What follows belongs to an exercise in optimizing a design on an open flow for small area and a short achievable clock period; a production flow would make more cautious choices. Power figures rest on the tool's default switching activity, not on a simulated workload.

Setup of run A:
Design i2c_register_transfer_sequencer_top, start of the top module:
module i2c_register_transfer_sequencer_top (
   input  logic       clock,
   input  logic       reset,
   input  logic       req_valid,
   output logic       req_ready,
   input  logic [1:0] req_func,
   input  logic [6:0] req_slave_address,
   input  logic [7:0] req_register_address,
   input  logic [7:0] req_byte_count,
   input  logic [7:0] req_buffer_index,
   input  logic [7:0] req_write_byte,
   input  logic       req_nack_seen,
   input  logic       req_bus_collision,
   input  logic [7:0] req_received_byte,
   output logic       rsp_valid,
   input  logic       rsp_ready,
   output logic       rsp_accepted,
   output logic [2:0] rsp_bus_action,
   output logic [7:0] rsp_tx_byte,
   output logic       rsp_rx_valid,
   output logic [7:0] rsp_rx_index,
   output logic [7:0] rsp_rx_data,
   output logic [1:0] rsp_transfer_status
);
Size: about 88 I/O pins, ~80000 sq um of cells after synthesis.
Settings: LEC_CHECK=0, CAP_MARGIN=20, CORE_MARGIN=2, CORE_UTILIZATION=55, CTS_CLUSTER_DIAMETER=80, CTS_CLUSTER_SIZE=30, PLACE_DENSITY=0.65, SETUP_SLACK_MARGIN=4.0, SLEW_MARGIN=20; clock period 7.5 ns.
run.sh (not shown) runs the stock make flow with config.mk's settings and CLKGATE_MAP_FILE= SYNTH_SCRIPT=/design/flow/synth_recipe.tcl, a recipe that flattens the netlist after the stock synthesis.
> inputs changed (run A -> run B)
Settings: CTS_CLUSTER_DIAMETER no longer set, was 80; CTS_CLUSTER_SIZE no longer set, was 30.
==> comparison <==
Clock tree buffer count of the final layout in run B is 136 above run A.
Run B ends up with a leakage power of the design that is about 6% higher than in run A.
Looking at via count, run B sits above run A.
Run B against run A; design area is up by a few percent.
Run B vs run A — hold slack rose 0.0044 ns.
What run A reported for number of gates resized after CTS has to be multiplied by 0.925 to get the figure for run B.
The higher signed area change from the synthesized netlist to the final layout came out of run B.
Re share of final-layout standard cells stronger than drive strength 1: run A was lower than run B.
Function was not checked in any run of this note: the RTL went through the layout flow alone.

---

i2c_register_transfer_sequencer_top, a different RTL version from the one above (not shown whole).
Size in the first run: about 4200 cells after synthesis, ~2200 flip-flops, about 79000 sq um of cells after synthesis.
clock: 7.5 ns
lec_check: 0
cap_margin: 20
core_margin: 2
core_utilization: 55
cts_cluster_diameter: 80
cts_cluster_size: 28
place_density: 0.65
setup_slack_margin: 4.2
slew_margin: 20
synth_hierarchical: 1
synth_minimum_keep_size: 0
The baseline went through all stages and came out clean.
Change:
CTS_BUF_LIST = sky130_fd_sc_hd__clkbuf_8   (was not set)
CTS_CLUSTER_DIAMETER = 45   (was 80)
CTS_CLUSTER_SIZE = 14   (was 28)
What happened:
- hold slack is about the same
- wire length grows by 0.76%
- total power grows by 4.2%
- first-iteration DRC count shrinks by 1.0%
- worst setup slack got worse by 0.11 ns
- register-to-register slack improved by 0.06 ns
- maximum frequency shrinks by 3.0%
- clock-buffer cell count grows by 91
No run of this note included a check of the RTL's function; only the layout flow was run.

---

Setup of juniper:
The RTL this note starts from:
==> flow/design.v <==
package i2crts_pkg;
   localparam logic [1:0] FUNC_LOAD  = 2'd0;
   localparam logic [1:0] FUNC_WRITE = 2'd1;
   localparam logic [1:0] FUNC_READ  = 2'd2;
   localparam logic [1:0] FUNC_EVENT = 2'd3;
   localparam logic [2:0] ACT_NONE  = 3'd0;
   localparam logic [2:0] ACT_START = 3'd1;
   localparam logic [2:0] ACT_STOP  = 3'd2;
   localparam logic [2:0] ACT_SEND  = 3'd3;
   localparam logic [2:0] ACT_RECV  = 3'd4;
   localparam logic [2:0] ACT_ACK   = 3'd5;
   localparam logic [2:0] ACT_NACK  = 3'd6;
   localparam logic [1:0] ST_PENDING = 2'd0;
   localparam logic [1:0] ST_SUCCESS = 2'd1;
   localparam logic [1:0] ST_FAILED  = 2'd2;
endpackage
module i2crts_aoi3 (
   input  logic a0,
   input  logic b0,
   input  logic a1,
   input  logic b1,
   input  logic a2,
   input  logic b2,
   output logic y
);
   assign y = ~((a0 & b0) | (a1 & b1) | (a2 & b2));
endmodule
module i2crts_nand2 (
   input  logic a,
   input  logic b,
   output logic y
);
   assign y = ~(a & b);
endmodule
module i2c_register_transfer_sequencer_top (
   input  logic       clock,
   input  logic       reset,
   input  logic       req_valid,
   output logic       req_ready,
   input  logic [1:0] req_func,
   input  logic [6:0] req_slave_address,
   input  logic [7:0] req_register_address,
   input  logic [7:0] req_byte_count,
   input  logic [7:0] req_buffer_index,
   input  logic [7:0] req_write_byte,
   input  logic       req_nack_seen,
   input  logic       req_bus_collision,
   input  logic [7:0] req_received_byte,
   output logic       rsp_valid,
   input  logic       rsp_ready,
   output logic       rsp_accepted,
   output logic [2:0] rsp_bus_action,
   output logic [7:0] rsp_tx_byte,
   output logic       rsp_rx_valid,
   output logic [7:0] rsp_rx_index,
   output logic [7:0] rsp_rx_data,
   output logic [1:0] rsp_transfer_status
);
   localparam logic [3:0] PH_IDLE      = 4'd0;
   localparam logic [3:0] PH_SEND_ADDR = 4'd1;
   localparam logic [3:0] PH_SEND_REG  = 4'd2;
   localparam logic [3:0] PH_SEND_DATA = 4'd3;
   localparam logic [3:0] PH_RS_STOP   = 4'd4;
   localparam logic [3:0] PH_RS_START  = 4'd5;
   localparam logic [3:0] PH_READ_ADDR = 4'd6;
   localparam logic [3:0] PH_FIRST_RX  = 4'd7;
   localparam logic [3:0] PH_RX_BYTE   = 4'd8;
   localparam logic [3:0] PH_EN_RX     = 4'd9;
   localparam logic [3:0] PH_NACK_DONE = 4'd10;
   localparam logic [3:0] PH_FAIL_END  = 4'd11;
   localparam logic [3:0] PH_OK_END    = 4'd12;
   logic [254:0][7:0] mem_q;
   logic [3:0] ph_q;
   logic [1:0] st_q;
   logic [6:0] sa_q;
   logic [7:0] ra_q;
   logic [7:0] cnt_q;
   logic [7:0] pos_q;
   logic       rd_q;
   logic       vld_q;
   logic       acc_q;
   logic [2:0] act_q;
   logic [7:0] dat_n_q;
   logic       txs_q;
   logic       rxv_q;
   logic accept;
   assign req_ready = !vld_q || rsp_ready;
   assign accept    = req_valid && req_ready;
   logic [15:0] we_lo, we_hi;
   logic        load_acc;
   assign load_acc = accept && (req_func == i2crts_pkg::FUNC_LOAD);
   always_comb begin
      for (int i = 0; i < 16; i++) begin
         we_lo[i] = (req_buffer_index[3:0] == 4'(i));
         we_hi[i] = load_acc && (req_buffer_index[7:4] == 4'(i));
      end
   end
   always_ff @(posedge clock) begin
      for (int i = 0; i < 255; i++) begin
         if (we_hi[i / 16] && we_lo[i % 16]) begin
            mem_q[i] <= req_write_byte;
         end
      end
   end
   logic [15:0]  sel_lo, sel_hi;
   logic [254:0] sel;
   logic         ph_sa, ph_sr, ph_ra, ph_rx;
   always_comb begin
      for (int i = 0; i < 16; i++) begin
         sel_lo[i] = (pos_q[3:0] == 4'(i));
         sel_hi[i] = (ph_q == PH_SEND_DATA) && (pos_q[7:4] == 4'(i));
      end
      for (int i = 0; i < 255; i++) begin
         sel[i] = sel_hi[i / 16] && sel_lo[i % 16];
      end
   end
   assign ph_sa = (ph_q == PH_SEND_ADDR);
   assign ph_sr = (ph_q == PH_SEND_REG);
   assign ph_ra = (ph_q == PH_READ_ADDR);
   assign ph_rx = (ph_q == PH_RX_BYTE);
   logic [7:0] dat_n_d;
   for (genvar b = 0; b < 8; b++) begin : g_lane
      logic [84:0] n;
      logic        o1, o2;
      for (genvar k = 0; k < 85; k++) begin : g_aoi
         i2crts_aoi3 u_aoi (
            .a0(sel[3 * k]),     .b0(mem_q[3 * k][b]),
            .a1(sel[3 * k + 1]), .b1(mem_q[3 * k + 1][b]),
            .a2(sel[3 * k + 2]), .b2(mem_q[3 * k + 2][b]),
            .y (n[k])
         );
      end
      i2crts_aoi3 u_other (
         .a0(ph_sa), .b0(b == 0 ? 1'b0 : sa_q[b == 0 ? 0 : b - 1]),
         .a1(ph_sr), .b1(ra_q[b]),
         .a2(ph_ra), .b2(b == 0 ? 1'b1 : sa_q[b == 0 ? 0 : b - 1]),
         .y (o1)
      );
      i2crts_nand2 u_rx (.a(ph_rx), .b(req_received_byte[b]), .y(o2));
      assign dat_n_d[b] = &{n, o1, o2};
   end
   logic       lt, lt1;
   logic [8:0] pos_p1;
   assign pos_p1 = {1'b0, pos_q} + 9'd1;
   assign lt     = pos_q < cnt_q;
   assign lt1    = pos_p1 < {1'b0, cnt_q};
   logic [3:0] ph_d;
   logic [1:0] st_d;
   logic [7:0] pos_d;
   logic       acc_d;
   logic [2:0] act_d;
   logic       txs_d;
   logic       rxv_d;
   logic       start_d;
   always_comb begin
      ph_d    = ph_q;
      st_d    = st_q;
      pos_d   = pos_q;
      acc_d   = 1'b0;
      act_d   = i2crts_pkg::ACT_NONE;
      txs_d   = 1'b0;
      rxv_d   = 1'b0;
      start_d = 1'b0;
      unique case (req_func)
         i2crts_pkg::FUNC_LOAD: begin
            acc_d = 1'b1;
         end
         i2crts_pkg::FUNC_WRITE, i2crts_pkg::FUNC_READ: begin
            if (ph_q == PH_IDLE) begin
               start_d = 1'b1;
               pos_d   = 8'd0;
               st_d    = i2crts_pkg::ST_PENDING;
               ph_d    = PH_SEND_ADDR;
               acc_d   = 1'b1;
               act_d   = i2crts_pkg::ACT_START;
            end
         end
         default: begin
            if (ph_q != PH_IDLE) begin
               acc_d = 1'b1;
               if (req_bus_collision) begin
                  act_d = i2crts_pkg::ACT_STOP;
                  ph_d  = PH_FAIL_END;
               end else begin
                  unique case (ph_q)
                     PH_SEND_ADDR: begin
                        act_d = i2crts_pkg::ACT_SEND;
                        txs_d = 1'b1;
                        ph_d  = PH_SEND_REG;
                     end
                     PH_SEND_REG: begin
                        if (req_nack_seen) begin
                           act_d = i2crts_pkg::ACT_STOP;
                           ph_d  = PH_FAIL_END;
                        end else begin
                           act_d = i2crts_pkg::ACT_SEND;
                           txs_d = 1'b1;
                           ph_d  = rd_q ? PH_RS_STOP : PH_SEND_DATA;
                        end
                     end
                     PH_SEND_DATA: begin
                        if (req_nack_seen) begin
                           act_d = i2crts_pkg::ACT_STOP;
                           ph_d  = PH_FAIL_END;
                        end else if (lt) begin
                           act_d = i2crts_pkg::ACT_SEND;
                           txs_d = 1'b1;
                           pos_d = pos_p1[7:0];
                        end else begin
                           act_d = i2crts_pkg::ACT_STOP;
                           ph_d  = PH_OK_END;
                        end
                     end
                     PH_RS_STOP: begin
                        act_d = i2crts_pkg::ACT_STOP;
                        ph_d  = PH_RS_START;
                     end
                     PH_RS_START: begin
                        act_d = i2crts_pkg::ACT_START;
                        ph_d  = PH_READ_ADDR;
                     end
                     PH_READ_ADDR: begin
                        act_d = i2crts_pkg::ACT_SEND;
                        txs_d = 1'b1;
                        ph_d  = PH_FIRST_RX;
                     end
                     PH_FIRST_RX: begin
                        if (req_nack_seen) begin
                           act_d = i2crts_pkg::ACT_STOP;
                           ph_d  = PH_FAIL_END;
                        end else begin
                           act_d = i2crts_pkg::ACT_RECV;
                           ph_d  = PH_RX_BYTE;
                        end
                     end
                     PH_RX_BYTE: begin
                        rxv_d = 1'b1;
                        if (lt1) begin
                           act_d = i2crts_pkg::ACT_ACK;
                           ph_d  = PH_EN_RX;
                        end else begin
                           act_d = i2crts_pkg::ACT_NACK;
                           ph_d  = PH_NACK_DONE;
                        end
                     end
                     PH_EN_RX: begin
                        act_d = i2crts_pkg::ACT_RECV;
                        ph_d  = PH_RX_BYTE;
                        pos_d = pos_p1[7:0];
                     end
                     PH_NACK_DONE: begin
                        act_d = i2crts_pkg::ACT_STOP;
                        ph_d  = PH_OK_END;
                     end
                     PH_OK_END: begin
                        st_d = i2crts_pkg::ST_SUCCESS;
                        ph_d = PH_IDLE;
                     end
                     default: begin
                        st_d = i2crts_pkg::ST_FAILED;
                        ph_d = PH_IDLE;
                     end
                  endcase
               end
            end
         end
      endcase
   end
   always_ff @(posedge clock) begin
      if (reset) begin
         ph_q  <= PH_IDLE;
         st_q  <= i2crts_pkg::ST_SUCCESS;
         vld_q <= 1'b0;
      end else begin
         if (accept) begin
            ph_q <= ph_d;
            st_q <= st_d;
         end
         vld_q <= accept || (vld_q && !rsp_ready);
      end
      if (accept) begin
         pos_q <= pos_d;
      end
      if (accept && start_d) begin
         sa_q  <= req_slave_address;
         ra_q  <= req_register_address;
         cnt_q <= req_byte_count;
         rd_q  <= req_func[1];
      end
      if (req_ready) begin
         acc_q   <= acc_d;
         act_q   <= act_d;
         dat_n_q <= dat_n_d;
         txs_q   <= txs_d;
         rxv_q   <= rxv_d;
      end
   end
   assign rsp_valid           = vld_q;
   assign rsp_accepted        = acc_q;
   assign rsp_bus_action      = act_q;
   assign rsp_tx_byte         = ~dat_n_q & {8{txs_q}};
   assign rsp_rx_valid        = rxv_q;
   assign rsp_rx_index        = pos_q & {8{rxv_q}};
   assign rsp_rx_data         = ~dat_n_q & {8{rxv_q}};
   assign rsp_transfer_status = st_q;
endmodule
==> flow/config.mk <==
export PLATFORM = sky130hd
export DESIGN_NAME = i2c_register_transfer_sequencer_top
export DESIGN_NICKNAME = i2c_register_transfer_sequencer_top
export VERILOG_FILES = /design/flow/design.v
export SDC_FILE = /design/flow/constraint.sdc
export NUM_CORES = 4
export LEC_CHECK = 0
export CAP_MARGIN = 20
export CORE_MARGIN = 2
export CORE_UTILIZATION = 65
export CTS_CLUSTER_DIAMETER = 60
export CTS_CLUSTER_SIZE = 20
export PLACE_DENSITY = 0.75
export SETUP_SLACK_MARGIN = 3.9
export SLEW_MARGIN = 20
export SYNTH_HIERARCHICAL = 1
export SYNTH_MINIMUM_KEEP_SIZE = 0
==> flow/constraint.sdc <==
create_clock -name core_clock -period 7.5 [get_ports {clock}]
set_input_delay 1.5000 -clock core_clock [delete_from_list [all_inputs] [get_ports {clock}]]
set_output_delay 1.5000 -clock core_clock [all_outputs]
set_load 0.01 [all_outputs]
In summary, juniper completed successfully, with a layout that passed the timing, DRC and antenna checks.
#### Input delta (pepper over juniper)
Settings: swapping 65 for 55 in CORE_UTILIZATION; swapping 0.75 for 0.65 in PLACE_DENSITY.
## What came out
- Clock buffer count, pepper and juniper: larger value in pepper
- For juniper, the worst setup path endpoint was mem_q[134]$_DFFE_PP_, unlike pepper, where it was mem_q[1935]$_DFFE_PP_.
- Against juniper, area of all placed cells without fillers in pepper rose slightly.
- Diff juniper -> pepper: layout multi-input combinational cell count now sits at about the same level, total length of routed wires now sits higher, final cycle utilization of the critical path now sits lower.
- Worst path required time, pepper and juniper: higher on pepper
No run of this note included a check of the RTL's function; only the layout flow was run.

[afterwards: timing with drivers on the ports]
The results above use ideal ports. As a check the final layouts listed here were re-extracted and re-timed, cells and wires unchanged. Step 1 assumes that a clkbuf_16 drives the clock port and a buf_2 every other input. Step 2 adds t to the input delays and takes it off the output delays; t is the mean of the earliest and latest rising clock arrival at the registers after step 1. Input paths then give back, and output paths get back, about the clock's delay inside the block. a / b / c = no drivers / after step 1 / after step 2; a / b = the first two.
| run | t (ns) | setup WS [ns] | worst hold slack (ns) | slew at the worst register clock pin (ns) |
|---|---|---|---|---|
| run A | 0.838 | 3.322 / 3.322 / 3.224 | 0.556 / 0.556 / 0.556 | 0.12 / 0.12 |
| run B | 0.942 | 3.415 / 3.415 / 2.959 | 0.561 / 0.561 / 0.561 | 0.07 / 0.07 |
| the first run of note 2 | 0.822 | 4.107 / 4.061 / 3.623 | 0.501 / 0.501 / 0.501 | 0.11 / 0.11 |
| the second run of note 2 | 1.039 | 4.001 / 3.928 / 3.323 | 0.500 / 0.500 / 0.500 | 0.10 / 0.10 |
| juniper | 0.843 | 3.713 / 3.762 / 2.919 | 0.467 / 0.467 / 0.467 | 0.09 / 0.09 |
| pepper | 0.878 | 3.757 / 3.772 / 2.935 | 0.477 / 0.477 / 0.477 | 0.08 / 0.08 |
After both steps every run listed still meets setup and hold. The setup slack of pepper, which loses most, moves by +0.015 ns with the drivers and by -0.822 ns with both steps.
